Source: an optimization exercise on an open RTL-to-GDS flow (aim: small area). Production flows keep margins and buffers that such runs may drop. The RTL was checked by simulation tests, not by an equivalence proof against the original design. Power figures rest on the tool's default switching activity, not on a simulated workload.

==> design/flow/config.mk <==
export PLATFORM = sky130hd
export DESIGN_NAME = ahb_convolver
export DESIGN_NICKNAME = ahb_convolver
export VERILOG_FILES = /design/flow/design.v
export SDC_FILE = /design/flow/constraint.sdc
export NUM_CORES = 4
export LEC_CHECK = 0
export CAP_MARGIN = 20
export CORE_MARGIN = 2
export CORE_UTILIZATION = 65
export SLEW_MARGIN = 20
export SYNTH_HIERARCHICAL = 1
==> design/flow/constraint.sdc <==
create_clock -name core_clock -period 6.0 [get_ports {tb_clk}]
set_input_delay 1.2000 -clock core_clock [delete_from_list [all_inputs] [get_ports {tb_clk}]]
set_output_delay 1.2000 -clock core_clock [all_outputs]
set_load 0.01 [all_outputs]
==> design/flow/design.v <==
`timescale 1ns/1ns
module mac_stage1 (
  input  logic [35:0] kernel,
  input  logic [35:0] samples,
  output logic [12:0] part_n
);
  logic pp0_00;
  logic pp0_01;
  logic pp0_02;
  logic pp0_03;
  logic pp0_10;
  logic pp0_11;
  logic pp0_12;
  logic pp0_13;
  logic pp0_20;
  logic pp0_21;
  logic pp0_22;
  logic pp0_23;
  logic pp0_30;
  logic pp0_31;
  logic pp0_32;
  logic pp0_33;
  logic pp1_00;
  logic pp1_01;
  logic pp1_02;
  logic pp1_03;
  logic pp1_10;
  logic pp1_11;
  logic pp1_12;
  logic pp1_13;
  logic pp1_20;
  logic pp1_21;
  logic pp1_22;
  logic pp1_23;
  logic pp1_30;
  logic pp1_31;
  logic pp1_32;
  logic pp1_33;
  logic pp2_00;
  logic pp2_01;
  logic pp2_02;
  logic pp2_03;
  logic pp2_10;
  logic pp2_11;
  logic pp2_12;
  logic pp2_13;
  logic pp2_20;
  logic pp2_21;
  logic pp2_22;
  logic pp2_23;
  logic pp2_30;
  logic pp2_31;
  logic pp2_32;
  logic pp2_33;
  logic pp3_00;
  logic pp3_01;
  logic pp3_02;
  logic pp3_03;
  logic pp3_10;
  logic pp3_11;
  logic pp3_12;
  logic pp3_13;
  logic pp3_20;
  logic pp3_21;
  logic pp3_22;
  logic pp3_23;
  logic pp3_30;
  logic pp3_31;
  logic pp3_32;
  logic pp3_33;
  logic pp4_00;
  logic pp4_01;
  logic pp4_02;
  logic pp4_03;
  logic pp4_10;
  logic pp4_11;
  logic pp4_12;
  logic pp4_13;
  logic pp4_20;
  logic pp4_21;
  logic pp4_22;
  logic pp4_23;
  logic pp4_30;
  logic pp4_31;
  logic pp4_32;
  logic pp4_33;
  logic pp5_00;
  logic pp5_01;
  logic pp5_02;
  logic pp5_03;
  logic pp5_10;
  logic pp5_11;
  logic pp5_12;
  logic pp5_13;
  logic pp5_20;
  logic pp5_21;
  logic pp5_22;
  logic pp5_23;
  logic pp5_30;
  logic pp5_31;
  logic pp5_32;
  logic pp5_33;
  logic pp6_00;
  logic pp6_01;
  logic pp6_02;
  logic pp6_03;
  logic pp6_10;
  logic pp6_11;
  logic pp6_12;
  logic pp6_13;
  logic pp6_20;
  logic pp6_21;
  logic pp6_22;
  logic pp6_23;
  logic pp6_30;
  logic pp6_31;
  logic pp6_32;
  logic pp6_33;
  logic pp7_00;
  logic pp7_01;
  logic pp7_02;
  logic pp7_03;
  logic pp7_10;
  logic pp7_11;
  logic pp7_12;
  logic pp7_13;
  logic pp7_20;
  logic pp7_21;
  logic pp7_22;
  logic pp7_23;
  logic pp7_30;
  logic pp7_31;
  logic pp7_32;
  logic pp7_33;
  logic pp8_00;
  logic pp8_01;
  logic pp8_02;
  logic pp8_03;
  logic pp8_10;
  logic pp8_11;
  logic pp8_12;
  logic pp8_13;
  logic pp8_20;
  logic pp8_21;
  logic pp8_22;
  logic pp8_23;
  logic pp8_30;
  logic pp8_31;
  logic pp8_32;
  logic pp8_33;
  logic fs0;
  logic fc0;
  logic fs1;
  logic fc1;
  logic fs2;
  logic fc2;
  logic fs3;
  logic fc3;
  logic fs4;
  logic fc4;
  logic fs5;
  logic fc5;
  logic fs6;
  logic fc6;
  logic fs7;
  logic fc7;
  logic fs8;
  logic fc8;
  logic fs9;
  logic fc9;
  logic fs10;
  logic fc10;
  logic fs11;
  logic fc11;
  logic fs12;
  logic fc12;
  logic fs13;
  logic fc13;
  logic hs14;
  logic hc14;
  logic fs15;
  logic fc15;
  logic fs16;
  logic fc16;
  logic fs17;
  logic fc17;
  logic fs18;
  logic fc18;
  logic fs19;
  logic fc19;
  logic fs20;
  logic fc20;
  logic fs21;
  logic fc21;
  logic fs22;
  logic fc22;
  logic fs23;
  logic fc23;
  logic fs24;
  logic fc24;
  logic fs25;
  logic fc25;
  logic fs26;
  logic fc26;
  logic fs27;
  logic fc27;
  logic fs28;
  logic fc28;
  logic fs29;
  logic fc29;
  logic fs30;
  logic fc30;
  logic fs31;
  logic fc31;
  logic fs32;
  logic fc32;
  logic hs33;
  logic hc33;
  logic fs34;
  logic fc34;
  logic fs35;
  logic fc35;
  logic fs36;
  logic fc36;
  logic fs37;
  logic fc37;
  logic fs38;
  logic fc38;
  logic fs39;
  logic fc39;
  logic fs40;
  logic fc40;
  logic fs41;
  logic fc41;
  logic fs42;
  logic fc42;
  logic fs43;
  logic fc43;
  logic fs44;
  logic fc44;
  logic fs45;
  logic fc45;
  logic fs46;
  logic fc46;
  logic fs47;
  logic fc47;
  logic fs48;
  logic fc48;
  logic fs49;
  logic fc49;
  logic fs50;
  logic fc50;
  logic fs51;
  logic fc51;
  logic fs52;
  logic fc52;
  logic fs53;
  logic fc53;
  logic fs54;
  logic fc54;
  logic fs55;
  logic fc55;
  logic fs56;
  logic fc56;
  logic fs57;
  logic fc57;
  logic fs58;
  logic fc58;
  logic fs59;
  logic fc59;
  logic fs60;
  logic fc60;
  logic fs61;
  logic fc61;
  logic fs62;
  logic fc62;
  logic fs63;
  logic fc63;
  logic fs64;
  logic fc64;
  logic fs65;
  logic fc65;
  logic fs66;
  logic fc66;
  logic fs67;
  logic fc67;
  logic fs68;
  logic fc68;
  logic fs69;
  logic fc69;
  logic fs70;
  logic fc70;
  logic fs71;
  logic fc71;
  logic fs72;
  logic fc72;
  logic fs73;
  logic fc73;
  logic fs74;
  logic fc74;
  logic fs75;
  logic fc75;
  logic fs76;
  logic fc76;
  logic fs77;
  logic fc77;
  logic fs78;
  logic fc78;
  logic fs79;
  logic fc79;
  logic fs80;
  logic fc80;
  logic fs81;
  logic fc81;
  logic fs82;
  logic fc82;
  logic fs83;
  logic fc83;
  logic fs84;
  logic fc84;
  logic fs85;
  logic fc85;
  logic fs86;
  logic fc86;
  logic hs87;
  logic hc87;
  logic fs88;
  logic fc88;
  logic fs89;
  logic fc89;
  logic fs90;
  logic fc90;
  logic fs91;
  logic fc91;
  logic fs92;
  logic fc92;
  logic fs93;
  logic fc93;
  logic fs94;
  logic fc94;
  logic fs95;
  logic fc95;
  logic fs96;
  logic fc96;
  logic fs97;
  logic fc97;
  logic fs98;
  logic fc98;
  logic fs99;
  logic fc99;
  logic fs100;
  logic fc100;
  logic fs101;
  logic fc101;
  logic fs102;
  logic fc102;
  logic fs103;
  logic fc103;
  logic fs104;
  logic fc104;
  logic fs105;
  logic fc105;
  logic fs106;
  logic fc106;
  logic fs107;
  logic fc107;
  logic fs108;
  logic fc108;
  logic fs109;
  logic fc109;
  logic fs110;
  logic fc110;
  logic fs111;
  logic fc111;
  logic fs112;
  logic fc112;
  logic fs113;
  logic fc113;
  logic fs114;
  logic fc114;
  logic fs115;
  logic fc115;
  logic fs116;
  logic fc116;
  logic fs117;
  logic fc117;
  logic fs118;
  logic fc118;
  logic fs119;
  logic fc119;
  logic fs120;
  logic fc120;
  logic fs121;
  logic fc121;
  logic fs122;
  logic fc122;
  logic fs123;
  logic fc123;
  logic fs124;
  logic fc124;
  logic fs125;
  logic fc125;
  logic fs126;
  logic fc126;
  logic fs127;
  logic fc127;
  logic fs128;
  logic fc128;
  logic fs129;
  logic fc129;
  logic fs130;
  logic fc130;
  logic fs131;
  logic fc131;
  logic fs132;
  logic fc132;
  logic fs133;
  logic fc133;
  assign pp0_00 = ~(kernel[0] & samples[0]);
  assign pp0_01 = ~(kernel[0] & samples[1]);
  assign pp0_02 = ~(kernel[0] & samples[2]);
  assign pp0_03 = ~(kernel[0] & samples[3]);
  assign pp0_10 = ~(kernel[1] & samples[0]);
  assign pp0_11 = ~(kernel[1] & samples[1]);
  assign pp0_12 = ~(kernel[1] & samples[2]);
  assign pp0_13 = ~(kernel[1] & samples[3]);
  assign pp0_20 = ~(kernel[2] & samples[0]);
  assign pp0_21 = ~(kernel[2] & samples[1]);
  assign pp0_22 = ~(kernel[2] & samples[2]);
  assign pp0_23 = ~(kernel[2] & samples[3]);
  assign pp0_30 = ~(kernel[3] & samples[0]);
  assign pp0_31 = ~(kernel[3] & samples[1]);
  assign pp0_32 = ~(kernel[3] & samples[2]);
  assign pp0_33 = ~(kernel[3] & samples[3]);
  assign pp1_00 = ~(kernel[4] & samples[4]);
  assign pp1_01 = ~(kernel[4] & samples[5]);
  assign pp1_02 = ~(kernel[4] & samples[6]);
  assign pp1_03 = ~(kernel[4] & samples[7]);
  assign pp1_10 = ~(kernel[5] & samples[4]);
  assign pp1_11 = ~(kernel[5] & samples[5]);
  assign pp1_12 = ~(kernel[5] & samples[6]);
  assign pp1_13 = ~(kernel[5] & samples[7]);
  assign pp1_20 = ~(kernel[6] & samples[4]);
  assign pp1_21 = ~(kernel[6] & samples[5]);
  assign pp1_22 = ~(kernel[6] & samples[6]);
  assign pp1_23 = ~(kernel[6] & samples[7]);
  assign pp1_30 = ~(kernel[7] & samples[4]);
  assign pp1_31 = ~(kernel[7] & samples[5]);
  assign pp1_32 = ~(kernel[7] & samples[6]);
  assign pp1_33 = ~(kernel[7] & samples[7]);
  assign pp2_00 = ~(kernel[8] & samples[8]);
  assign pp2_01 = ~(kernel[8] & samples[9]);
  assign pp2_02 = ~(kernel[8] & samples[10]);
  assign pp2_03 = ~(kernel[8] & samples[11]);
  assign pp2_10 = ~(kernel[9] & samples[8]);
  assign pp2_11 = ~(kernel[9] & samples[9]);
  assign pp2_12 = ~(kernel[9] & samples[10]);
  assign pp2_13 = ~(kernel[9] & samples[11]);
  assign pp2_20 = ~(kernel[10] & samples[8]);
  assign pp2_21 = ~(kernel[10] & samples[9]);
  assign pp2_22 = ~(kernel[10] & samples[10]);
  assign pp2_23 = ~(kernel[10] & samples[11]);
  assign pp2_30 = ~(kernel[11] & samples[8]);
  assign pp2_31 = ~(kernel[11] & samples[9]);
  assign pp2_32 = ~(kernel[11] & samples[10]);
  assign pp2_33 = ~(kernel[11] & samples[11]);
  assign pp3_00 = ~(kernel[12] & samples[12]);
  assign pp3_01 = ~(kernel[12] & samples[13]);
  assign pp3_02 = ~(kernel[12] & samples[14]);
  assign pp3_03 = ~(kernel[12] & samples[15]);
  assign pp3_10 = ~(kernel[13] & samples[12]);
  assign pp3_11 = ~(kernel[13] & samples[13]);
  assign pp3_12 = ~(kernel[13] & samples[14]);
  assign pp3_13 = ~(kernel[13] & samples[15]);
  assign pp3_20 = ~(kernel[14] & samples[12]);
  assign pp3_21 = ~(kernel[14] & samples[13]);
  assign pp3_22 = ~(kernel[14] & samples[14]);
  assign pp3_23 = ~(kernel[14] & samples[15]);
  assign pp3_30 = ~(kernel[15] & samples[12]);
  assign pp3_31 = ~(kernel[15] & samples[13]);
  assign pp3_32 = ~(kernel[15] & samples[14]);
  assign pp3_33 = ~(kernel[15] & samples[15]);
  assign pp4_00 = ~(kernel[16] & samples[16]);
  assign pp4_01 = ~(kernel[16] & samples[17]);
  assign pp4_02 = ~(kernel[16] & samples[18]);
  assign pp4_03 = ~(kernel[16] & samples[19]);
  assign pp4_10 = ~(kernel[17] & samples[16]);
  assign pp4_11 = ~(kernel[17] & samples[17]);
  assign pp4_12 = ~(kernel[17] & samples[18]);
  assign pp4_13 = ~(kernel[17] & samples[19]);
  assign pp4_20 = ~(kernel[18] & samples[16]);
  assign pp4_21 = ~(kernel[18] & samples[17]);
  assign pp4_22 = ~(kernel[18] & samples[18]);
  assign pp4_23 = ~(kernel[18] & samples[19]);
  assign pp4_30 = ~(kernel[19] & samples[16]);
  assign pp4_31 = ~(kernel[19] & samples[17]);
  assign pp4_32 = ~(kernel[19] & samples[18]);
  assign pp4_33 = ~(kernel[19] & samples[19]);
  assign pp5_00 = ~(kernel[20] & samples[20]);
  assign pp5_01 = ~(kernel[20] & samples[21]);
  assign pp5_02 = ~(kernel[20] & samples[22]);
  assign pp5_03 = ~(kernel[20] & samples[23]);
  assign pp5_10 = ~(kernel[21] & samples[20]);
  assign pp5_11 = ~(kernel[21] & samples[21]);
  assign pp5_12 = ~(kernel[21] & samples[22]);
  assign pp5_13 = ~(kernel[21] & samples[23]);
  assign pp5_20 = ~(kernel[22] & samples[20]);
  assign pp5_21 = ~(kernel[22] & samples[21]);
  assign pp5_22 = ~(kernel[22] & samples[22]);
  assign pp5_23 = ~(kernel[22] & samples[23]);
  assign pp5_30 = ~(kernel[23] & samples[20]);
  assign pp5_31 = ~(kernel[23] & samples[21]);
  assign pp5_32 = ~(kernel[23] & samples[22]);
  assign pp5_33 = ~(kernel[23] & samples[23]);
  assign pp6_00 = ~(kernel[24] & samples[24]);
  assign pp6_01 = ~(kernel[24] & samples[25]);
  assign pp6_02 = ~(kernel[24] & samples[26]);
  assign pp6_03 = ~(kernel[24] & samples[27]);
  assign pp6_10 = ~(kernel[25] & samples[24]);
  assign pp6_11 = ~(kernel[25] & samples[25]);
  assign pp6_12 = ~(kernel[25] & samples[26]);
  assign pp6_13 = ~(kernel[25] & samples[27]);
  assign pp6_20 = ~(kernel[26] & samples[24]);
  assign pp6_21 = ~(kernel[26] & samples[25]);
  assign pp6_22 = ~(kernel[26] & samples[26]);
  assign pp6_23 = ~(kernel[26] & samples[27]);
  assign pp6_30 = ~(kernel[27] & samples[24]);
  assign pp6_31 = ~(kernel[27] & samples[25]);
  assign pp6_32 = ~(kernel[27] & samples[26]);
  assign pp6_33 = ~(kernel[27] & samples[27]);
  assign pp7_00 = ~(kernel[28] & samples[28]);
  assign pp7_01 = ~(kernel[28] & samples[29]);
  assign pp7_02 = ~(kernel[28] & samples[30]);
  assign pp7_03 = ~(kernel[28] & samples[31]);
  assign pp7_10 = ~(kernel[29] & samples[28]);
  assign pp7_11 = ~(kernel[29] & samples[29]);
  assign pp7_12 = ~(kernel[29] & samples[30]);
  assign pp7_13 = ~(kernel[29] & samples[31]);
  assign pp7_20 = ~(kernel[30] & samples[28]);
  assign pp7_21 = ~(kernel[30] & samples[29]);
  assign pp7_22 = ~(kernel[30] & samples[30]);
  assign pp7_23 = ~(kernel[30] & samples[31]);
  assign pp7_30 = ~(kernel[31] & samples[28]);
  assign pp7_31 = ~(kernel[31] & samples[29]);
  assign pp7_32 = ~(kernel[31] & samples[30]);
  assign pp7_33 = ~(kernel[31] & samples[31]);
  assign pp8_00 = ~(kernel[32] & samples[32]);
  assign pp8_01 = ~(kernel[32] & samples[33]);
  assign pp8_02 = ~(kernel[32] & samples[34]);
  assign pp8_03 = ~(kernel[32] & samples[35]);
  assign pp8_10 = ~(kernel[33] & samples[32]);
  assign pp8_11 = ~(kernel[33] & samples[33]);
  assign pp8_12 = ~(kernel[33] & samples[34]);
  assign pp8_13 = ~(kernel[33] & samples[35]);
  assign pp8_20 = ~(kernel[34] & samples[32]);
  assign pp8_21 = ~(kernel[34] & samples[33]);
  assign pp8_22 = ~(kernel[34] & samples[34]);
  assign pp8_23 = ~(kernel[34] & samples[35]);
  assign pp8_30 = ~(kernel[35] & samples[32]);
  assign pp8_31 = ~(kernel[35] & samples[33]);
  assign pp8_32 = ~(kernel[35] & samples[34]);
  assign pp8_33 = ~(kernel[35] & samples[35]);
  conv_fa u_fa0 (.a(pp0_00), .b(pp1_00), .c(pp2_00), .s(fs0), .co(fc0));
  conv_fa u_fa1 (.a(pp3_00), .b(pp4_00), .c(pp5_00), .s(fs1), .co(fc1));
  conv_fa u_fa2 (.a(pp6_00), .b(pp7_00), .c(pp8_00), .s(fs2), .co(fc2));
  conv_fa u_fa3 (.a(fs0), .b(fs1), .c(fs2), .s(fs3), .co(fc3));
  conv_fa u_fa4 (.a(pp0_01), .b(pp0_10), .c(pp1_01), .s(fs4), .co(fc4));
  conv_fa u_fa5 (.a(pp1_10), .b(pp2_01), .c(pp2_10), .s(fs5), .co(fc5));
  conv_fa u_fa6 (.a(pp3_01), .b(pp3_10), .c(pp4_01), .s(fs6), .co(fc6));
  conv_fa u_fa7 (.a(pp4_10), .b(pp5_01), .c(pp5_10), .s(fs7), .co(fc7));
  conv_fa u_fa8 (.a(pp6_01), .b(pp6_10), .c(pp7_01), .s(fs8), .co(fc8));
  conv_fa u_fa9 (.a(pp7_10), .b(pp8_01), .c(pp8_10), .s(fs9), .co(fc9));
  conv_fa u_fa10 (.a(fc0), .b(fc1), .c(fc2), .s(fs10), .co(fc10));
  conv_fa u_fa11 (.a(fs4), .b(fs5), .c(fs6), .s(fs11), .co(fc11));
  conv_fa u_fa12 (.a(fs7), .b(fs8), .c(fs9), .s(fs12), .co(fc12));
  conv_fa u_fa13 (.a(fc3), .b(fs10), .c(fs11), .s(fs13), .co(fc13));
  conv_hai u_ha14 (.a_n(fs12), .b_n(fs13), .s_n(hs14), .co_n(hc14));
  conv_fa u_fa15 (.a(pp0_02), .b(pp0_11), .c(pp0_20), .s(fs15), .co(fc15));
  conv_fa u_fa16 (.a(pp1_02), .b(pp1_11), .c(pp1_20), .s(fs16), .co(fc16));
  conv_fa u_fa17 (.a(pp2_02), .b(pp2_11), .c(pp2_20), .s(fs17), .co(fc17));
  conv_fa u_fa18 (.a(pp3_02), .b(pp3_11), .c(pp3_20), .s(fs18), .co(fc18));
  conv_fa u_fa19 (.a(pp4_02), .b(pp4_11), .c(pp4_20), .s(fs19), .co(fc19));
  conv_fa u_fa20 (.a(pp5_02), .b(pp5_11), .c(pp5_20), .s(fs20), .co(fc20));
  conv_fa u_fa21 (.a(pp6_02), .b(pp6_11), .c(pp6_20), .s(fs21), .co(fc21));
  conv_fa u_fa22 (.a(pp7_02), .b(pp7_11), .c(pp7_20), .s(fs22), .co(fc22));
  conv_fa u_fa23 (.a(pp8_02), .b(pp8_11), .c(pp8_20), .s(fs23), .co(fc23));
  conv_fa u_fa24 (.a(fc4), .b(fc5), .c(fc6), .s(fs24), .co(fc24));
  conv_fa u_fa25 (.a(fc7), .b(fc8), .c(fc9), .s(fs25), .co(fc25));
  conv_fa u_fa26 (.a(fs15), .b(fs16), .c(fs17), .s(fs26), .co(fc26));
  conv_fa u_fa27 (.a(fs18), .b(fs19), .c(fs20), .s(fs27), .co(fc27));
  conv_fa u_fa28 (.a(fs21), .b(fs22), .c(fs23), .s(fs28), .co(fc28));
  conv_fa u_fa29 (.a(fc10), .b(fc11), .c(fc12), .s(fs29), .co(fc29));
  conv_fa u_fa30 (.a(fs24), .b(fs25), .c(fs26), .s(fs30), .co(fc30));
  conv_fa u_fa31 (.a(fs27), .b(fs28), .c(fc13), .s(fs31), .co(fc31));
  conv_fa u_fa32 (.a(fs29), .b(fs30), .c(hc14), .s(fs32), .co(fc32));
  conv_hai u_ha33 (.a_n(fs31), .b_n(fs32), .s_n(hs33), .co_n(hc33));
  conv_fa u_fa34 (.a(pp0_03), .b(pp0_12), .c(pp0_21), .s(fs34), .co(fc34));
  conv_fa u_fa35 (.a(pp0_30), .b(pp1_03), .c(pp1_12), .s(fs35), .co(fc35));
  conv_fa u_fa36 (.a(pp1_21), .b(pp1_30), .c(pp2_03), .s(fs36), .co(fc36));
  conv_fa u_fa37 (.a(pp2_12), .b(pp2_21), .c(pp2_30), .s(fs37), .co(fc37));
  conv_fa u_fa38 (.a(pp3_03), .b(pp3_12), .c(pp3_21), .s(fs38), .co(fc38));
  conv_fa u_fa39 (.a(pp3_30), .b(pp4_03), .c(pp4_12), .s(fs39), .co(fc39));
  conv_fa u_fa40 (.a(pp4_21), .b(pp4_30), .c(pp5_03), .s(fs40), .co(fc40));
  conv_fa u_fa41 (.a(pp5_12), .b(pp5_21), .c(pp5_30), .s(fs41), .co(fc41));
  conv_fa u_fa42 (.a(pp6_03), .b(pp6_12), .c(pp6_21), .s(fs42), .co(fc42));
  conv_fa u_fa43 (.a(pp6_30), .b(pp7_03), .c(pp7_12), .s(fs43), .co(fc43));
  conv_fa u_fa44 (.a(pp7_21), .b(pp7_30), .c(pp8_03), .s(fs44), .co(fc44));
  conv_fa u_fa45 (.a(pp8_12), .b(pp8_21), .c(pp8_30), .s(fs45), .co(fc45));
  conv_fa u_fa46 (.a(fc15), .b(fc16), .c(fc17), .s(fs46), .co(fc46));
  conv_fa u_fa47 (.a(fc18), .b(fc19), .c(fc20), .s(fs47), .co(fc47));
  conv_fa u_fa48 (.a(fc21), .b(fc22), .c(fc23), .s(fs48), .co(fc48));
  conv_fa u_fa49 (.a(fs34), .b(fs35), .c(fs36), .s(fs49), .co(fc49));
  conv_fa u_fa50 (.a(fs37), .b(fs38), .c(fs39), .s(fs50), .co(fc50));
  conv_fa u_fa51 (.a(fs40), .b(fs41), .c(fs42), .s(fs51), .co(fc51));
  conv_fa u_fa52 (.a(fs43), .b(fs44), .c(fs45), .s(fs52), .co(fc52));
  conv_fa u_fa53 (.a(fc24), .b(fc25), .c(fc26), .s(fs53), .co(fc53));
  conv_fa u_fa54 (.a(fc27), .b(fc28), .c(fs46), .s(fs54), .co(fc54));
  conv_fa u_fa55 (.a(fs47), .b(fs48), .c(fs49), .s(fs55), .co(fc55));
  conv_fa u_fa56 (.a(fs50), .b(fs51), .c(fs52), .s(fs56), .co(fc56));
  conv_fa u_fa57 (.a(fc29), .b(fc30), .c(fs53), .s(fs57), .co(fc57));
  conv_fa u_fa58 (.a(fs54), .b(fs55), .c(fs56), .s(fs58), .co(fc58));
  conv_fa u_fa59 (.a(fc31), .b(fs57), .c(fs58), .s(fs59), .co(fc59));
  conv_fa u_fa60 (.a(fc32), .b(fs59), .c(hc33), .s(fs60), .co(fc60));
  conv_fa u_fa61 (.a(pp0_13), .b(pp0_22), .c(pp0_31), .s(fs61), .co(fc61));
  conv_fa u_fa62 (.a(pp1_13), .b(pp1_22), .c(pp1_31), .s(fs62), .co(fc62));
  conv_fa u_fa63 (.a(pp2_13), .b(pp2_22), .c(pp2_31), .s(fs63), .co(fc63));
  conv_fa u_fa64 (.a(pp3_13), .b(pp3_22), .c(pp3_31), .s(fs64), .co(fc64));
  conv_fa u_fa65 (.a(pp4_13), .b(pp4_22), .c(pp4_31), .s(fs65), .co(fc65));
  conv_fa u_fa66 (.a(pp5_13), .b(pp5_22), .c(pp5_31), .s(fs66), .co(fc66));
  conv_fa u_fa67 (.a(pp6_13), .b(pp6_22), .c(pp6_31), .s(fs67), .co(fc67));
  conv_fa u_fa68 (.a(pp7_13), .b(pp7_22), .c(pp7_31), .s(fs68), .co(fc68));
  conv_fa u_fa69 (.a(pp8_13), .b(pp8_22), .c(pp8_31), .s(fs69), .co(fc69));
  conv_fa u_fa70 (.a(fc34), .b(fc35), .c(fc36), .s(fs70), .co(fc70));
  conv_fa u_fa71 (.a(fc37), .b(fc38), .c(fc39), .s(fs71), .co(fc71));
  conv_fa u_fa72 (.a(fc40), .b(fc41), .c(fc42), .s(fs72), .co(fc72));
  conv_fa u_fa73 (.a(fc43), .b(fc44), .c(fc45), .s(fs73), .co(fc73));
  conv_fa u_fa74 (.a(fs61), .b(fs62), .c(fs63), .s(fs74), .co(fc74));
  conv_fa u_fa75 (.a(fs64), .b(fs65), .c(fs66), .s(fs75), .co(fc75));
  conv_fa u_fa76 (.a(fs67), .b(fs68), .c(fs69), .s(fs76), .co(fc76));
  conv_fa u_fa77 (.a(fc46), .b(fc47), .c(fc48), .s(fs77), .co(fc77));
  conv_fa u_fa78 (.a(fc49), .b(fc50), .c(fc51), .s(fs78), .co(fc78));
  conv_fa u_fa79 (.a(fc52), .b(fs70), .c(fs71), .s(fs79), .co(fc79));
  conv_fa u_fa80 (.a(fs72), .b(fs73), .c(fs74), .s(fs80), .co(fc80));
  conv_fa u_fa81 (.a(fs75), .b(fs76), .c(fc53), .s(fs81), .co(fc81));
  conv_fa u_fa82 (.a(fc54), .b(fs77), .c(fc55), .s(fs82), .co(fc82));
  conv_fa u_fa83 (.a(fc56), .b(fs78), .c(fs79), .s(fs83), .co(fc83));
  conv_fa u_fa84 (.a(fs80), .b(fc57), .c(fs81), .s(fs84), .co(fc84));
  conv_fa u_fa85 (.a(fc58), .b(fs82), .c(fs83), .s(fs85), .co(fc85));
  conv_fa u_fa86 (.a(fs84), .b(fc59), .c(fs85), .s(fs86), .co(fc86));
  conv_hai u_ha87 (.a_n(fc60), .b_n(fs86), .s_n(hs87), .co_n(hc87));
  conv_fa u_fa88 (.a(pp0_23), .b(pp0_32), .c(pp1_23), .s(fs88), .co(fc88));
  conv_fa u_fa89 (.a(pp1_32), .b(pp2_23), .c(pp2_32), .s(fs89), .co(fc89));
  conv_fa u_fa90 (.a(pp3_23), .b(pp3_32), .c(pp4_23), .s(fs90), .co(fc90));
  conv_fa u_fa91 (.a(pp4_32), .b(pp5_23), .c(pp5_32), .s(fs91), .co(fc91));
  conv_fa u_fa92 (.a(pp6_23), .b(pp6_32), .c(pp7_23), .s(fs92), .co(fc92));
  conv_fa u_fa93 (.a(pp7_32), .b(pp8_23), .c(pp8_32), .s(fs93), .co(fc93));
  conv_fa u_fa94 (.a(fc61), .b(fc62), .c(fc63), .s(fs94), .co(fc94));
  conv_fa u_fa95 (.a(fc64), .b(fc65), .c(fc66), .s(fs95), .co(fc95));
  conv_fa u_fa96 (.a(fc67), .b(fc68), .c(fc69), .s(fs96), .co(fc96));
  conv_fa u_fa97 (.a(fs88), .b(fs89), .c(fs90), .s(fs97), .co(fc97));
  conv_fa u_fa98 (.a(fs91), .b(fs92), .c(fs93), .s(fs98), .co(fc98));
  conv_fa u_fa99 (.a(fc70), .b(fc71), .c(fc72), .s(fs99), .co(fc99));
  conv_fa u_fa100 (.a(fc73), .b(fc74), .c(fc75), .s(fs100), .co(fc100));
  conv_fa u_fa101 (.a(fc76), .b(fs94), .c(fs95), .s(fs101), .co(fc101));
  conv_fa u_fa102 (.a(fs96), .b(fs97), .c(fs98), .s(fs102), .co(fc102));
  conv_fa u_fa103 (.a(fc77), .b(fc78), .c(fc79), .s(fs103), .co(fc103));
  conv_fa u_fa104 (.a(fs99), .b(fc80), .c(fs100), .s(fs104), .co(fc104));
  conv_fa u_fa105 (.a(fs101), .b(fs102), .c(fc81), .s(fs105), .co(fc105));
  conv_fa u_fa106 (.a(fc82), .b(fc83), .c(fs103), .s(fs106), .co(fc106));
  conv_fa u_fa107 (.a(fs104), .b(fc84), .c(fs105), .s(fs107), .co(fc107));
  conv_fa u_fa108 (.a(fc85), .b(fs106), .c(fs107), .s(fs108), .co(fc108));
  conv_fa u_fa109 (.a(fc86), .b(hc87), .c(fs108), .s(fs109), .co(fc109));
  conv_fa u_fa110 (.a(pp0_33), .b(pp1_33), .c(pp2_33), .s(fs110), .co(fc110));
  conv_fa u_fa111 (.a(pp3_33), .b(pp4_33), .c(pp5_33), .s(fs111), .co(fc111));
  conv_fa u_fa112 (.a(pp6_33), .b(pp7_33), .c(pp8_33), .s(fs112), .co(fc112));
  conv_fa u_fa113 (.a(fc88), .b(fc89), .c(fc90), .s(fs113), .co(fc113));
  conv_fa u_fa114 (.a(fc91), .b(fc92), .c(fc93), .s(fs114), .co(fc114));
  conv_fa u_fa115 (.a(fs110), .b(fs111), .c(fs112), .s(fs115), .co(fc115));
  conv_fa u_fa116 (.a(fc94), .b(fc95), .c(fc96), .s(fs116), .co(fc116));
  conv_fa u_fa117 (.a(fc97), .b(fc98), .c(fs113), .s(fs117), .co(fc117));
  conv_fa u_fa118 (.a(fs114), .b(fs115), .c(fc99), .s(fs118), .co(fc118));
  conv_fa u_fa119 (.a(fc100), .b(fc101), .c(fs116), .s(fs119), .co(fc119));
  conv_fa u_fa120 (.a(fc102), .b(fs117), .c(fc103), .s(fs120), .co(fc120));
  conv_fa u_fa121 (.a(fs118), .b(fc104), .c(fs119), .s(fs121), .co(fc121));
  conv_fa u_fa122 (.a(fc105), .b(fc106), .c(fs120), .s(fs122), .co(fc122));
  conv_fa u_fa123 (.a(fs121), .b(fc107), .c(fs122), .s(fs123), .co(fc123));
  conv_fa u_fa124 (.a(fc108), .b(fs123), .c(fc109), .s(fs124), .co(fc124));
  conv_fa u_fa125 (.a(fc110), .b(fc111), .c(fc112), .s(fs125), .co(fc125));
  conv_fa u_fa126 (.a(fc113), .b(fc114), .c(fc115), .s(fs126), .co(fc126));
  conv_fa u_fa127 (.a(fs125), .b(fc116), .c(fc117), .s(fs127), .co(fc127));
  conv_fa u_fa128 (.a(fs126), .b(fc118), .c(fc119), .s(fs128), .co(fc128));
  conv_fa u_fa129 (.a(fs127), .b(fc120), .c(fc121), .s(fs129), .co(fc129));
  conv_fa u_fa130 (.a(fs128), .b(fc122), .c(fs129), .s(fs130), .co(fc130));
  conv_fa u_fa131 (.a(fc123), .b(fs130), .c(fc124), .s(fs131), .co(fc131));
  conv_fa u_fa132 (.a(fc125), .b(fc126), .c(fc127), .s(fs132), .co(fc132));
  conv_fa u_fa133 (.a(fc128), .b(fs132), .c(fc129), .s(fs133), .co(fc133));
  assign part_n = {fc133, fc132, fc131, fs133, fc130, fs131, fs124, fs109, hs87, fs60, hs33, hs14, fs3};
endmodule
module mac_stage2 (
  input  logic [12:0] part_n,
  output logic [10:0] sum_n
);
  logic fs134;
  logic fc134;
  logic fs135;
  logic fc135;
  conv_fa u_fa134 (.a(part_n[10]), .b(part_n[8]), .c(part_n[9]), .s(fs134), .co(fc134));
  conv_fa u_fa135 (.a(part_n[11]), .b(part_n[12]), .c(fc134), .s(fs135), .co(fc135));
  assign sum_n = {fc135, fs135, fs134, part_n[7], part_n[6], part_n[5], part_n[4], part_n[3], part_n[2], part_n[1], part_n[0]};
endmodule
module conv_fa (
  input  logic a,
  input  logic b,
  input  logic c,
  output logic s,
  output logic co
);
  assign s = a ^ b ^ c;
  assign co = (a & b) | (a & c) | (b & c);
endmodule
module conv_hai (
  input  logic a_n,
  input  logic b_n,
  output logic s_n,
  output logic co_n
);
  assign s_n = ~(a_n ^ b_n);
  assign co_n = a_n | b_n;
endmodule
`timescale 1ns/1ns
module ahb_convolver (
  input  logic       tb_clk,
  input  logic       reset,
  input  logic       hsel,
  input  logic [4-1:0]  haddr,
  input  logic [1:0] htrans,
  input  logic       hwrite,
  input  logic [16-1:0]  hwdata,
  output logic [16-1:0]  hrdata,
  output logic       hresp
);
  logic        accept;
  logic        addr_error;
  logic        pop;
  logic [11:0] read_mux;
  logic [11:0] rdata_q;
  logic [2:0]  wr_sel;
  logic [35:0] coeff_stage;
  logic [11:0] sample_stage;
  logic        load_coeff;
  logic        load_sample;
  logic        busy;
  logic        empty;
  logic        overflow;
  logic [10:0] rd_data;
  assign accept = hsel && htrans[1];
  always_comb begin
    case (haddr)
      4'd0, 4'd2: addr_error = hwrite;
      4'd4, 4'd6, 4'd8, 4'd10, 4'd12: addr_error = 1'b0;
      default: addr_error = 1'b1;
    endcase
  end
  assign pop = accept && !hwrite && (haddr == 4'd2);
  always_comb begin
    case (haddr[3:1])
      3'd0: read_mux = {9'd0, overflow, !empty, busy};
      3'd1: read_mux = {1'b0, rd_data};
      3'd2: read_mux = sample_stage;
      3'd3: read_mux = coeff_stage[11:0];
      3'd4: read_mux = coeff_stage[23:12];
      3'd5: read_mux = coeff_stage[35:24];
      default: read_mux = '0;
    endcase
  end
  always_ff @(posedge tb_clk) begin
    if (reset) begin
      hresp <= 1'b0;
      rdata_q <= '0;
      wr_sel <= '0;
    end else begin
      hresp <= accept && addr_error;
      rdata_q <= (accept && !hwrite && !addr_error) ? read_mux : '0;
      wr_sel <= (accept && hwrite && !addr_error) ? haddr[3:1] : 3'd0;
    end
  end
  assign hrdata = {4'd0, rdata_q};
  logic [11:0] stage_data;
  assign stage_data = hwdata[11:0] & {12{!reset}};
  always_ff @(posedge tb_clk) begin
    if (reset || wr_sel == 3'd2) sample_stage <= stage_data;
    if (reset || wr_sel == 3'd3) coeff_stage[11:0] <= stage_data;
    if (reset || wr_sel == 3'd4) coeff_stage[23:12] <= stage_data;
    if (reset || wr_sel == 3'd5) coeff_stage[35:24] <= stage_data;
  end
  always_ff @(posedge tb_clk) begin
    if (reset) begin
      load_coeff <= 1'b0;
      load_sample <= 1'b0;
    end else begin
      load_coeff <= (wr_sel == 3'd6) && hwdata[0];
      load_sample <= (wr_sel == 3'd6) && hwdata[1] && !hwdata[0];
    end
  end
  logic [35:0] kernel;
  logic        kernel_clear;
  logic [23:0] window;
  logic [1:0]  fill_q;
  always_ff @(posedge tb_clk) begin
    if (reset) begin
      kernel_clear <= 1'b1;
    end else if (load_coeff) begin
      kernel_clear <= 1'b0;
    end
  end
  always_ff @(posedge tb_clk) begin
    if (load_coeff) kernel <= coeff_stage;
  end
  always_ff @(posedge tb_clk) begin
    if (load_sample) window <= {sample_stage, window[23:12]};
  end
  logic [12:0] part_n;
  logic [12:0] part_q;
  logic [10:0] sum_n;
  logic [10:0] res_q;
  logic [2:0]  vld_q;
  logic        push;
  mac_stage1 i_mac_stage1 (
    .kernel  (kernel),
    .samples ({sample_stage, window}),
    .part_n  (part_n)
  );
  mac_stage2 i_mac_stage2 (
    .part_n  (part_q),
    .sum_n   (sum_n)
  );
  always_ff @(posedge tb_clk) begin
    part_q <= part_n;
    res_q <= ~sum_n & {11{!kernel_clear}};
  end
  always_ff @(posedge tb_clk) begin
    if (reset) begin
      fill_q <= '0;
      vld_q <= '0;
    end else begin
      if (load_sample && !fill_q[1]) fill_q <= fill_q + 2'd1;
      vld_q <= {vld_q[1:0], load_sample && fill_q[1]};
    end
  end
  assign push = vld_q[2];
  assign busy = (|vld_q) || load_coeff || load_sample;
  logic [15:0][10:0] mem;
  logic [4:0]  wr_ptr;
  logic [4:0]  rd_ptr;
  logic [4:0]  wr_ptr_d;
  logic        do_pop;
  logic        fits;
  logic        fits_q;
  assign empty = (wr_ptr == rd_ptr);
  assign do_pop = pop && !empty;
  assign wr_ptr_d = wr_ptr + 5'(fits_q);
  assign fits = !((wr_ptr_d == {~rd_ptr[4], rd_ptr[3:0]}) && !do_pop);
  always_ff @(posedge tb_clk) begin
    for (int i = 0; i < 16; i++) begin
      if (vld_q[1] && fits && wr_ptr_d[3:0] == 4'(i)) mem[i] <= res_q;
    end
  end
  always_ff @(posedge tb_clk) begin
    if (reset) begin
      wr_ptr <= '0;
      rd_ptr <= '0;
      fits_q <= 1'b0;
      overflow <= 1'b0;
    end else begin
      wr_ptr <= wr_ptr_d;
      if (do_pop) rd_ptr <= rd_ptr + 5'd1;
      fits_q <= vld_q[1] && fits;
      if (push && !fits_q) overflow <= 1'b1;
    end
  end
  always_comb begin
    rd_data = '0;
    for (int i = 0; i < 16; i++) begin
      rd_data = rd_data | (mem[i] & {11{rd_ptr[3:0] == 4'(i) && !empty}});
    end
  end
endmodule
==> design/flow/flow/run.sh <==
#!/bin/bash
set -euo pipefail
export BUFFER_PORTS_ARGS="-buffer_cell sky130_fd_sc_hd__buf_1"
export CTS_ARGS="-sink_clustering_enable -repair_clock_nets -dont_use_dummy_load -buf_list sky130_fd_sc_hd__clkbuf_4 -sink_clustering_size 10 -sink_clustering_max_diameter 60"
export RECOVER_POWER=100
export POST_GLOBAL_ROUTE_TCL="$(pwd)/flow/post_grt.tcl"
bash standard.sh > standard.log 2>&1
==> design/flow/flow/post_grt.tcl <==
# Runs at the end of ORFS's global route step (POST_GLOBAL_ROUTE_TCL), after
# power recovery has downsized cells off the critical paths. Downsizing does
# not look at max slew or capacitance, so repair those again, legalize, and
# rewrite the route guides for the nets that changed.
log_cmd global_route -start_incremental
repair_design_helper
log_cmd detailed_placement
log_cmd global_route -end_incremental
log_cmd estimate_parasitics -global_routing
write_guides $::env(RESULTS_DIR)/route.guide
==> design/flow/standard.sh <==
#!/bin/bash
# synth_recipe.tcl (not shown) runs the flow's synth.tcl, then flattens the netlist and writes it again
# the make line also repeats each setting of config.mk as NAME=value (left out here)
make -C /OpenROAD-flow-scripts/flow DESIGN_CONFIG=/design/flow/config.mk WORK_HOME=/design/flow/orfs CLKGATE_MAP_FILE= SYNTH_SCRIPT=/design/flow/synth_recipe.tcl "${@:-finish}"
==> results of run 1 <==
==> cells in the final DEF (no fill, tap or decap), drive strengths merged, types with 3 or more instances in the layout <==
cell	n
a211oi	3
a21oi	21
a221oi	9
a222oi	13
a22o	15
a22oi	25
a311oi	3
a31oi	5
a32o	7
a32oi	20
and3	11
and3b	3
buf	42
clkbuf	66
conb	4
dfxtp	60
edfxtp	284
fa	133
ha	9
inv	20
mux2	7
mux2i	7
nand2	167
nand2b	3
nand3	21
nor2	40
nor2b	22
nor3	4
nor3b	7
nor4	14
o21ai	24
o22ai	6
xnor2	9
xor2	11
==> worst paths after layout <==
path	from	endpoint	slack (ns)
hold reg to reg	part_q[3]	res_q[3]	0.32
setup reg to reg	sample_stage[1]	part_q[7]	0.53
setup / recovery	sample_stage[1]	part_q[7]	0.53
hold / removal	part_q[3]	res_q[3]	0.32
==> flip-flops by register name, indices dropped and copies added, names as in the netlist, 11 cells and up <==
signal        flops
part_q           13
window           24
coeff_stage      36
sample_stage     12
rdata_q          12
res_q            11
kernel           36
mem             176
==> per-module statistics from Yosys, one instance, submodules excluded <==
| module | flip-flops and latches | cells inside |
|---|---|---|
| conv_hai | 0 | 5 |
| conv_fa | 0 | 1 |
| mac_stage2 | 0 | 11 |
| ahb_convolver | 344 | 770 |
| mac_stage1 | 0 | 157 |
==> where the power goes <==
| part | internal [uW] | switching, uW |
|---|---|---|
| Combinational | 161 | 207 |
| Clock | 315 | 691 |
| Sequential | 2620 | 31.1 |
| Total | 3100 | 929 |
==> metal layers <==
layer | wire length (um) | part of all wire [%]
met1 | 15800 | 42
met5 | 0 | 0
met4 | 798 | 2.2
met2 | 16200 | 44
met3 | 4300 | 12
==> cell type report <==
type                    instances  area (um2)
well taps                     324         405
multi-input cells             651        5840
diodes                          1        2.50
fillers                      1777        7590
clock buffers                  41         308
inverters                      20        75.1
repair buffers                 67         303
flip-flops and latches        344        9730
==> critical path: cells and delay by family (launching register included) <==
kind	cells	cell delay, ns
AND/OR/NAND/NOR	1	0.14
flip-flops	1	0.54
adder cells (fa/ha/maj)	10	4.63
==> kinds of logic (layout without fill, tap and decap cells) <==
group / after synthesis / count (layout) / share of synthesized area, %
AO/OA/AOI/OAI: 172 / 172 / 8.38
XOR/XNOR: 20 / 20 / 1.14
adder cells (fa/ha/maj): 142 / 142 / 17.3
buffers and inverters: 94 / 128 / 2.94
flip-flops: 344 / 344 / 60.7
multiplexers: 14 / 14 / 0.930
other: 1 / 5 / 0.0234
AND/OR/NAND/NOR: 299 / 299 / 8.51
==> metrics by stage <==
stage | total power, uW | worst slack [ns] | instances | util [%]
finish | 4030 | 0.533 | 1448 | 68.7
CTS | 4070 | 0.517 | 1445 | 69.3
detailed placement | 3090 | 0.615 | 1404 | 68.0
global placement | 3080 | 0.631 | 1403 | 68.0
floorplan | 3110 | 0.947 | 1089 | -
==> results.sh, run 1 <==
export IMPL_ys_warn_count=7
export IMPL_synth_cell_types=64
export IMPL_ant_nets=0
export IMPL_hold_path_class="flop to flop"
export IMPL_use_met2_pct=42.8
export IMPL_fin_area_um2=16700
export IMPL_cap_violations=0
export IMPL_drive_gt1_share_pct=6.59
export IMPL_worstPathRequired_ns=6.49
export IMPL_htree_levels=2
export IMPL_cts_tree="yes"
export IMPL_ys_ff_latch=344
export IMPL_worstSkewPairLatency_ns=0.67
export IMPL_yosys_top_cells_count="edfxtp_1, nand2_1, fa_1"
export IMPL_p_per_area_nw_per_um2=242
export IMPL_area_delta_synth_final_pct=4.03
export IMPL_initial_utilization_pct=66.0
export IMPL_rows=57
export IMPL_crit_chain="nand2_1 -> fa_1 -> fa_1 -> fa_1 -> fa_1 -> fa_1 -> fa_1 -> fa_1 -> fa_1 -> fa_1 -> fa_1"
export IMPL_critPathKind="flop to flop"
export IMPL_arrival_ns=5.96
export IMPL_hpwlAfterDp_um=26300
export IMPL_die_area_um2=25900
export IMPL_die_w_um=161
export IMPL_post_cts_buffers=0
export IMPL_yosysSeqAreaShare_pct=60.8
export IMPL_tns_ns=0
export IMPL_timing_critical_path_mode_cell="fa_1"
export IMPL_clockBufferDepth=3
export IMPL_cts_buffers=41
export IMPL_holdBufCountCts=0
export IMPL_drt_iter0_drc=1166
export IMPL_grt_pass1_wl_um=56000
export IMPL_worst_hold_slack_ns=0.323
export IMPL_period_share_pct=91.1
export IMPL_worst_path_largest_cell_delay_ns=0.54
export IMPL_pin_count=43
export IMPL_synth_top_cell_area_share_pct=53.3
export IMPL_syn_area_per_cell_um2=14.7
export IMPL_yosysMostFrequentCell="edfxtp_1"
export IMPL_clock_fmax_ghz=0.183
export IMPL_grt_max_degree=38
export IMPL_rr_worst_depth=11
export IMPL_crit_fanout=6
export IMPL_syn_inst=1086
export IMPL_coreArea_um2=24200
export IMPL_grt_pass1_vias=9442
export IMPL_cts_resized=0
export IMPL_cpMaxStageDelayCell="edfxtp_1"
export IMPL_synthFlopType="edfxtp_1"
export IMPL_leakagePower_uw=0.00525
export IMPL_cts_root_buffer="clkbuf_4"
export IMPL_synth_async_sr_flop_share_pct=0
export IMPL_grt_usage_pct=29.8
export IMPL_setup_violations=0
export IMPL_nets=1293
export IMPL_gp_congestion=0.923
export IMPL_final_min_clock_period_ns=5.47
export IMPL_avgRoutedWirePerCell_um=25.6
export IMPL_firstDrtPassIters=5
export IMPL_final_max_slew_viol_count=0
export IMPL_netlist_top_cells_area="edfxtp_1, fa_1, dfxtp_1, nand2_1, buf_4"
export IMPL_critPathCaptureType="flop"
export IMPL_status="finished clean"
export IMPL_finalHoldViolCount=0
export IMPL_holdPathStages=1
export IMPL_drcViolationCount=0
export IMPL_grt_busiest_layer="met1"
export IMPL_slew_headroom_pct=22.5
export IMPL_cts_sinks=344
export IMPL_via_per_inst=6.37
export IMPL_gr_total_overflow=0
export IMPL_clkSlewWorstSetupHoldPaths_ns=0.09
export IMPL_drt_total_wl_um=37100
export IMPL_vias=9218
export IMPL_ir_worst_vdd_v=0.000164
export IMPL_met3_usage_pct=10.3
export IMPL_place_area_um2=16500
export IMPL_grt_antenna_before_repair=1
export IMPL_tightestPinTransition_ns=1.16
export IMPL_skew_ns=0.0626
export IMPL_synth_area_um2=16000
export IMPL_worstSetupStartpointType="flop"
export IMPL_grtUsageMet1_pct=44.2
export IMPL_portBuffers=33
export IMPL_die_h_um=161
export IMPL_synth_top_area_cell="edfxtp_1"
export IMPL_synth_edff_count=284
==> run 2: changes to the inputs <==
--- a/design/flow/design.v
+++ b/design/flow/design.v
@@ -728,6 +728,14 @@
   assign co_n = a_n | b_n;
 endmodule
 `timescale 1ns/1ns
+module fifo_read_bit (
+  input  logic [15:0] d,
+  input  logic [15:0] s,
+  output logic        y
+);
+  assign y = |(d & s);
+endmodule
+`timescale 1ns/1ns
 module ahb_convolver (
   input  logic       tb_clk,
   input  logic       reset,
@@ -878,10 +886,19 @@
       if (push && !fits_q) overflow <= 1'b1;
     end
   end
+  logic [15:0] head_sel;
+  logic [10:0][15:0] mem_bits;
   always_comb begin
-    rd_data = '0;
-    for (int i = 0; i < 16; i++) begin
-      rd_data = rd_data | (mem[i] & {11{rd_ptr[3:0] == 4'(i) && !empty}});
+    for (int i = 0; i < 16; i++) head_sel[i] = (rd_ptr[3:0] == 4'(i)) && !empty;
+    for (int b = 0; b < 11; b++) begin
+      for (int i = 0; i < 16; i++) mem_bits[b][i] = mem[i][b];
     end
   end
+  for (genvar b = 0; b < 11; b++) begin : g_head
+    fifo_read_bit u_bit (
+      .d (mem_bits[b]),
+      .s (head_sel),
+      .y (rd_data[b])
+    );
+  end
 endmodule
==> run 2 against run 1 <==
Combinational power decreased by 6.3%. Register-to-register slack improved by 0.096 ns. Non-clock buffer count unchanged. Critical path type unchanged. Critical endpoint unchanged. Largest cell class unchanged. Highest routed layer unchanged.
==> results.sh, run 2 <==
export IMPL_status="finished clean"
export IMPL_cts_sinks=344
export IMPL_worstPathRequired_ns=6.51
export IMPL_ant_nets=0
export IMPL_clockBufferDepth=3
export IMPL_tns_ns=0
export IMPL_largest_register="mem"
export IMPL_internal_power_uw=3090
export IMPL_ir_worst_vdd_v=0.000204
export IMPL_holdBufCountCts=0
export IMPL_initial_utilization_pct=65.9
export IMPL_synth_compound_area_share_pct=8.87
export IMPL_synth_top_cell_area_share_pct=53.4
export IMPL_largest_reg_flops=176
export IMPL_gr_total_overflow=0
export IMPL_ys_warn_count=7
export IMPL_p_clk_share_pct=25.2
export IMPL_pre_cts_ws_ns=0.672
export IMPL_vias=8784
export IMPL_cts_root_buffer="clkbuf_4"
export IMPL_gp_congestion=0.927
export IMPL_worstSetupStartpointType="flop"
export IMPL_die_w_um=161
export IMPL_yosys_top_cells_count="edfxtp_1, nand2_1, fa_1"
export IMPL_grt_max_degree=39
export IMPL_yosysMostFrequentCell="edfxtp_1"
export IMPL_yosysSeqAreaShare_pct=60.9
export IMPL_tightestPinTransition_ns=0.975
export IMPL_switching_share_pct=23.2
export IMPL_setup_slack_ns=0.629
export IMPL_skew_ns=0.0778
export IMPL_grt_usage_pct=29.4
export IMPL_yosys_area_share_simple_pct=8.34
export IMPL_crit_fanout=6
export IMPL_hold_path_class="flop to flop"
export IMPL_drt_total_wl_um=36500
export IMPL_setup_violations=0
export IMPL_synthMuxAreaShare_pct=1.14
export IMPL_synth_area_um2=16000
export IMPL_pwr_share_comb_pct=8.6
export IMPL_arrival_ns=5.88
export IMPL_synthXorXnorAreaFrac_pct=0.877
export IMPL_grt_pass1_wl_um=54500
export IMPL_switching_power_uw=933
export IMPL_cts_tree="yes"
export IMPL_rows=57
export IMPL_leakagePower_uw=0.00544
export IMPL_final_cell_mix="edfxtp_1, nand2_1, fa_1, dfxtp_1, nor2_1"
export IMPL_place_area_um2=16500
export IMPL_final_min_clock_period_ns=5.37
export IMPL_num_fill_cells=1755
export IMPL_final_common_cell="edfxtp_1"
export IMPL_synth_edff_count=284
export IMPL_synthFlopType="edfxtp_1"
export IMPL_syn_area_per_cell_um2=15.5
export IMPL_p_per_area_nw_per_um2=241
export IMPL_critPathCaptureType="flop"
export IMPL_area_delta_synth_final_pct=4.28
export IMPL_power_frac_seq_pct=66.2
export IMPL_post_cts_buffers=0
export IMPL_portBuffers=33
export IMPL_synthAdderAreaFrac_pct=17.4
export IMPL_critPathKind="flop to flop"
export IMPL_hpwlAfterDp_um=26600
export IMPL_drt_iter0_drc=744
export IMPL_syn_inst=1029
export IMPL_cap_violations=0
export IMPL_cts_buffers=41
export IMPL_firstDrtPassIters=5
export IMPL_synth_top_family_by_area="adder cells"
export IMPL_finalHoldViolCount=0
export IMPL_nets=1264
export IMPL_pin_count=43
export IMPL_grt_antenna_before_repair=1
export IMPL_drive_gt1_share_pct=9.32
export IMPL_die_h_um=161
export IMPL_netlist_top_cells_area="edfxtp_1, fa_1, dfxtp_1, a221oi_2, nand2_1"
export IMPL_period_share_pct=89.5
export IMPL_coreArea_um2=24200
export IMPL_synth_top_area_cell="edfxtp_1"
export IMPL_worstSkewPairLatency_ns=0.68
export IMPL_die_area_um2=25900
export IMPL_cts_resized=0
export IMPL_synth_async_sr_flop_share_pct=0
export IMPL_avgRoutedWirePerCell_um=25.7
export IMPL_ys_ff_latch=344
export IMPL_via_per_inst=6.19
export IMPL_grt_pass1_vias=8903
export IMPL_clock_fmax_ghz=0.186
export IMPL_final_max_slew_viol_count=0
export IMPL_ff_latch_area_um2=9730
export IMPL_clkSlewWorstSetupHoldPaths_ns=0.11
export IMPL_multi_input_area_um2=5790
export IMPL_htree_levels=2
export IMPL_slew_headroom_pct=35.0
export IMPL_fin_area_um2=16700
export IMPL_largest_registers="mem x176, coeff_stage x36, kernel x36"
export IMPL_drcViolationCount=0
export IMPL_synth_cell_types=56
[run 2: cell count changes after synthesis, moves of 10 or more]
cell / before / now
a221oi_2: 0 / 44
a222oi_1: 13 / 0
a22o_1: 15 / 44
a22oi_1: 25 / 9
a32oi_1: 20 / 0
and3_1: 11 / 0
clkbuf_1: 36 / 8
nand2_1: 167 / 157
nand3_1: 20 / 7
nand4_1: 1 / 12
nor2_1: 40 / 56
nor3_1: 4 / 23
nor4_1: 13 / 1
o21ai_0: 24 / 3
[run 2: metal layers]
metal / part of all wire [%] / global-route usage [%]
met1: 38 / 38.1
met2: 51 / 49.7
met3: 6.6 / 4.91
met4: 4.9 / 13.3
met5: 0 / 0
[run 2: logic make-up (layout without fill, tap and decap cells)]
group                    Yosys count  after routing
AND/OR/NAND/NOR                  295            295
multiplexers                      18             18
buffers and inverters             71            133
other                              1              5
flip-flops                       344            344
adder cells (fa/ha/maj)          142            142
XOR/XNOR                          16             16
AO/OA/AOI/OAI                    142            142
[run 2: power groups by stage]
| stage | logic, uW | registers (uW) | clock network (uW) |
|---|---|---|---|
| 6_report | 345 | 2670 | 1010 |
| 4_1_cts | 359 | 2660 | 1040 |
| 3_5_place_dp | 348 | 2720 | 0 |
| 3_3_place_gp | 340 | 2720 | 0 |
| 2_1_floorplan | 419 | 2700 | 0 |
[run 2: final timing paths]
path | cells after the start | slack (ns) | endpoint | startpoint
max | 11 | 0.63 | part_q[7] | sample_stage[1]
min | 1 | 0.36 | res_q[0] | part_q[0]
max reg2reg | 11 | 0.63 | part_q[7] | sample_stage[1]
min reg2reg | 1 | 0.36 | res_q[0] | part_q[0]
[run 2: stage by stage]
stage	hold slack, ns	std cells	utilization (%)	total power [uW]
2_1_floorplan	0.408	1032	-	3110
3_3_place_gp	0.371	1374	67.9	3060
3_5_place_dp	0.377	1375	67.9	3070
4_1_cts	0.345	1416	69.2	4060
6_report	0.357	1419	68.7	4020
[run 2: area by class of cell]
type / instances / area share (%)
Timing Repair Buffer: 67 / 2.05
Multi-Input combinational cell: 617 / 34.7
Sequential cell: 344 / 58.4
Tap cell: 324 / 2.43
Antenna cell: 1 / 0.0150
Inverter: 25 / 0.563
Clock buffer: 41 / 1.85
[run 2: per-module statistics from Yosys, one instance, submodules excluded]
module / area [um2] / flip-flops and latches
ahb_convolver: 11400 / 344
conv_fa: 20.0 / 0
conv_hai: 27.5 / 0
fifo_read_bit: 101 / 0
mac_stage1: 638 / 0
mac_stage2: 82.6 / 0
[run 2: worst max-delay path, stage by stage, from the launching register on]
cell and delay [ns]:
edfxtp_1 0.53, nand2_1 0.17, fa_1 0.47, fa_1 0.54, fa_1 0.44, fa_1 0.45
fa_1 0.43, fa_1 0.54, fa_1 0.43, fa_1 0.40, fa_1 0.39, fa_1 0.44
==> run 3: changes to the inputs <==
==> design/flow/flow/post_grt.tcl (replaced) <==
# Runs at the end of ORFS's global route step (POST_GLOBAL_ROUTE_TCL), after
# power recovery. Synthesis maps for speed and leaves cells stronger than the
# design needs; this swaps every logic cell of drive strength 2 or more for its
# drive-1 version (same function), then lets the resizer fix max slew and
# capacitance and any setup violation again, legalizes, and rewrites the
# route guides for the nets that changed. Flip-flops, the clock tree and the
# port buffers are left alone.
log_cmd global_route -start_incremental

set db [ord::get_db]
set block [ord::get_db_block]
set swapped 0
foreach inst [$block getInsts] {
  set iname [$inst getName]
  if { [string match "clkbuf_*" $iname] || [string match "clkload*" $iname]
       || [string match "input*" $iname] || [string match "output*" $iname] } {
    continue
  }
  set mname [[$inst getMaster] getName]
  if { ![regexp {^(sky130_fd_sc_hd__[a-z0-9]+)_([0-9]+)$} $mname -> base drive] } {
    continue
  }
  if { $drive < 2 || [regexp {df|dl|tap|fill|decap|conb|clk} $base] } {
    continue
  }
  set small "${base}_1"
  if { [$db findMaster $small] == "NULL" } {
    continue
  }
  replace_cell $iname $small
  incr swapped
}
puts "Downsized $swapped cells to drive strength 1"

log_cmd estimate_parasitics -global_routing
repair_design_helper
repair_timing_helper -setup
log_cmd detailed_placement
log_cmd global_route -end_incremental
log_cmd estimate_parasitics -global_routing
write_guides $::env(RESULTS_DIR)/route.guide
==> run 3 against run 2 <==
The run now fails in global routing (5_1_grt). Area after synthesis stayed put. Synthesized cell count stayed put.
==> results.sh, run 3 <==
export IMPL_cts_root_buffer="clkbuf_4"
export IMPL_yosysMostFrequentCell="edfxtp_1"
export IMPL_flow_first_error="[ERROR EST-0104] inconsistent parasitics state"
export IMPL_synth_top_cell_area_share_pct=53.4
export IMPL_portBuffers=33
export IMPL_synth_async_sr_flop_share_pct=0
export IMPL_netlist_top_cells_area="edfxtp_1, fa_1, dfxtp_1, a221oi_2, nand2_1"
export IMPL_hpwlAfterDp_um=26600
export IMPL_ys_warn_count=7
export IMPL_post_cts_buffers=0
export IMPL_cts_sinks=344
export IMPL_ys_ff_latch=344
export IMPL_synth_edff_count=284
export IMPL_grt_antenna_before_repair=1
export IMPL_yosys_top_cells_count="edfxtp_1, nand2_1, fa_1"
export IMPL_syn_inst=1029
export IMPL_initial_utilization_pct=65.9
export IMPL_cts_buffers=41
export IMPL_yosysSeqAreaShare_pct=60.9
export IMPL_gp_congestion=0.927
export IMPL_status="did not finish"
export IMPL_haltStage="global routing (5_1_grt)"
export IMPL_die_h_um=161
export IMPL_htree_levels=2
export IMPL_syn_area_per_cell_um2=15.5
export IMPL_rows=57
export IMPL_synth_area_um2=16000
export IMPL_pin_count=43
export IMPL_grt_max_degree=39
export IMPL_synth_cell_types=56
export IMPL_holdBufCountCts=0
export IMPL_die_w_um=161
export IMPL_cts_resized=0
export IMPL_synthFlopType="edfxtp_1"
export IMPL_synth_top_area_cell="edfxtp_1"
export IMPL_clockBufferDepth=3
[run 3: cell counts after synthesis]
Identical to the previous run, type by type.
[run 3: Yosys stat by module, one instance, submodules excluded]
module / copies in the design / cells inside / flip-flops and latches
conv_fa: 133 / 1 / 0
conv_hai: 3 / 5 / 0
fifo_read_bit: 11 / 9 / 0
mac_stage2: 1 / 11 / 0
ahb_convolver: 1 / 614 / 344
mac_stage1: 1 / 157 / 0
[run 3: worst max-delay path by stage]
stage,end,slack [ns],startpoint
3_5_place_dp,part_q[7],0.67,sample_stage[1]
2_1_floorplan,part_q[7],0.95,kernel[1]
4_1_cts,part_q[7],0.63,sample_stage[1]
3_3_place_gp,part_q[7],0.74,sample_stage[1]
[run 3: kinds of logic after synthesis]
kind of cell    Yosys count  synth area share (%)
buf+inv                  71                  2.51
compound gates          142                  8.87
xor+xnor                 16                 0.877
flops                   344                  60.9
fa+ha+maj               142                  17.4
simple gates            295                  8.34
mux                      18                  1.14
other cells               1                0.0235
[run 3: stage by stage]
step | cell area (um2) | std cells | worst slack, ns
2_1_floorplan | 16000 | 1032 | 0.947
3_3_place_gp | 16500 | 1374 | 0.740
3_5_place_dp | 16500 | 1375 | 0.672
4_1_cts | 16800 | 1416 | 0.625
[run 3: power groups by stage]
stage          Sequential, uW  Combinational [uW]  Clock [uW]
2_1_floorplan            2700                 419           0
3_3_place_gp             2720                 340           0
3_5_place_dp             2720                 348           0
4_1_cts                  2660                 359        1040
==> run 4: changes to the inputs <==
--- a/design/flow/flow/post_grt.tcl
+++ b/design/flow/flow/post_grt.tcl
@@ -31,8 +31,11 @@
   incr swapped
 }
 puts "Downsized $swapped cells to drive strength 1"
+log_cmd detailed_placement
+log_cmd global_route -end_incremental
 
 log_cmd estimate_parasitics -global_routing
+log_cmd global_route -start_incremental
 repair_design_helper
 repair_timing_helper -setup
 log_cmd detailed_placement
==> run 4 against run 3 <==
Synthesized cell count unchanged. Area after synthesis unchanged. The run again fails in global routing (5_1_grt).
==> results.sh, run 4 <==
export IMPL_yosysSeqAreaShare_pct=60.9
export IMPL_synth_top_cell_area_share_pct=53.4
export IMPL_status="did not finish"
export IMPL_syn_area_per_cell_um2=15.5
export IMPL_cts_sinks=344
export IMPL_synth_area_um2=16000
export IMPL_placedCellCount=1375
export IMPL_synth_async_sr_flop_share_pct=0
export IMPL_clockBufferDepth=3
export IMPL_synthAdderAreaFrac_pct=17.4
export IMPL_portBuffers=33
export IMPL_post_cts_buffers=0
export IMPL_initial_utilization_pct=65.9
export IMPL_synth_cell_types=56
export IMPL_pin_count=43
export IMPL_haltStage="global routing (5_1_grt)"
export IMPL_synth_top_family_by_area="adder cells"
export IMPL_synth_edff_count=284
export IMPL_ys_ff_latch=344
export IMPL_synthXorXnorAreaFrac_pct=0.877
export IMPL_cts_buffers=41
export IMPL_htree_levels=2
export IMPL_grt_antenna_before_repair=1
export IMPL_cts_root_buffer="clkbuf_4"
export IMPL_flow_first_error="[ERROR EST-0104] inconsistent parasitics state"
export IMPL_syn_inst=1029
export IMPL_yosys_area_share_simple_pct=8.34
export IMPL_holdBufCountCts=0
export IMPL_netlist_top_cells_area="edfxtp_1, fa_1, dfxtp_1, a221oi_2, nand2_1"
export IMPL_synth_top_area_cell="edfxtp_1"
export IMPL_yosysMostFrequentCell="edfxtp_1"
export IMPL_hpwlAfterDp_um=26600
export IMPL_synthFlopType="edfxtp_1"
export IMPL_rows=57
export IMPL_yosys_top_cells_count="edfxtp_1, nand2_1, fa_1"
export IMPL_gp_congestion=0.927
export IMPL_ys_warn_count=7
export IMPL_die_h_um=161
export IMPL_grt_max_degree=39
export IMPL_cts_resized=0
export IMPL_die_w_um=161
export IMPL_synthMuxAreaShare_pct=1.14
export IMPL_synth_compound_area_share_pct=8.87
run 4: Yosys stat by module (local to each module, per instance):
module	flip-flops and latches	area [um2]
fifo_read_bit	0	101
ahb_convolver	344	11400
conv_hai	0	27.5
mac_stage2	0	82.6
conv_fa	0	20.0
mac_stage1	0	638
run 4: metrics by stage:
stage	setup WS (ns)	cell area (um2)
after global placement	0.740	16500
after floorplan	0.947	16000
after detailed placement	0.672	16500
after CTS	0.625	16800
run 4: how the worst max path moves through the flow:
stage / slack, ns / startpoint / cells after the start / endpoint
4_1_cts: 0.63 / sample_stage[1] / 11 / part_q[7]
3_5_place_dp: 0.67 / sample_stage[1] / 11 / part_q[7]
3_3_place_gp: 0.74 / sample_stage[1] / 11 / part_q[7]
2_1_floorplan: 0.95 / kernel[1] / 12 / part_q[7]
run 4: power groups by stage:
stage | clock network (uW) | registers, uW | logic, uW
2_1_floorplan | 0 | 2700 | 419
3_3_place_gp | 0 | 2720 | 340
3_5_place_dp | 0 | 2720 | 348
4_1_cts | 1040 | 2660 | 359
run 4: logic make-up after synthesis:
group                      after synthesis
and+or+nand+nor                        295
buffers and inverters                   71
muxes                                   18
xor gates and xnor gates                16
other                                    1
AOI/OAI and AO/OA                      142
DFF                                    344
adders and majority gates              142

[static timing again, ports no longer ideal]
Ports are ideal in the flow. The routed layouts listed here were re-timed in OpenROAD.
Step 1 (the two cells are an assumption about what drives the block):
set clk [get_ports {tb_clk}]
set_driving_cell -lib_cell sky130_fd_sc_hd__clkbuf_16 $clk
set_driving_cell -lib_cell sky130_fd_sc_hd__buf_2 [delete_from_list [all_inputs] $clk]
Step 2 moves the port delays by t, midway between the first and last clock arrival at a register: inputs arrive t later, outputs are due t later. That takes back most of the time a late clock gives input paths.
Slacks: ideal / step 1 / step 2; pairs: ideal / step 1.
run | t, ns | slack for setup (ns) | hold WS [ns] | clock arrival spread, ns | worst register clock-pin slew, ns
run 1 | 0.679 | 0.533 / 0.533 / 0.173 | 0.323 / 0.323 / 0.323 | 0.063 / 0.063 | 0.12 / 0.12
run 2 | 0.688 | 0.629 / 0.629 / 0.629 | 0.357 / 0.357 / 0.357 | 0.083 / 0.082 | 0.11 / 0.11
After both steps every run listed still meets setup and hold. For run 1, which loses most, drivers alone change the setup slack by 0.000 ns; drivers and shift together by -0.360 ns.
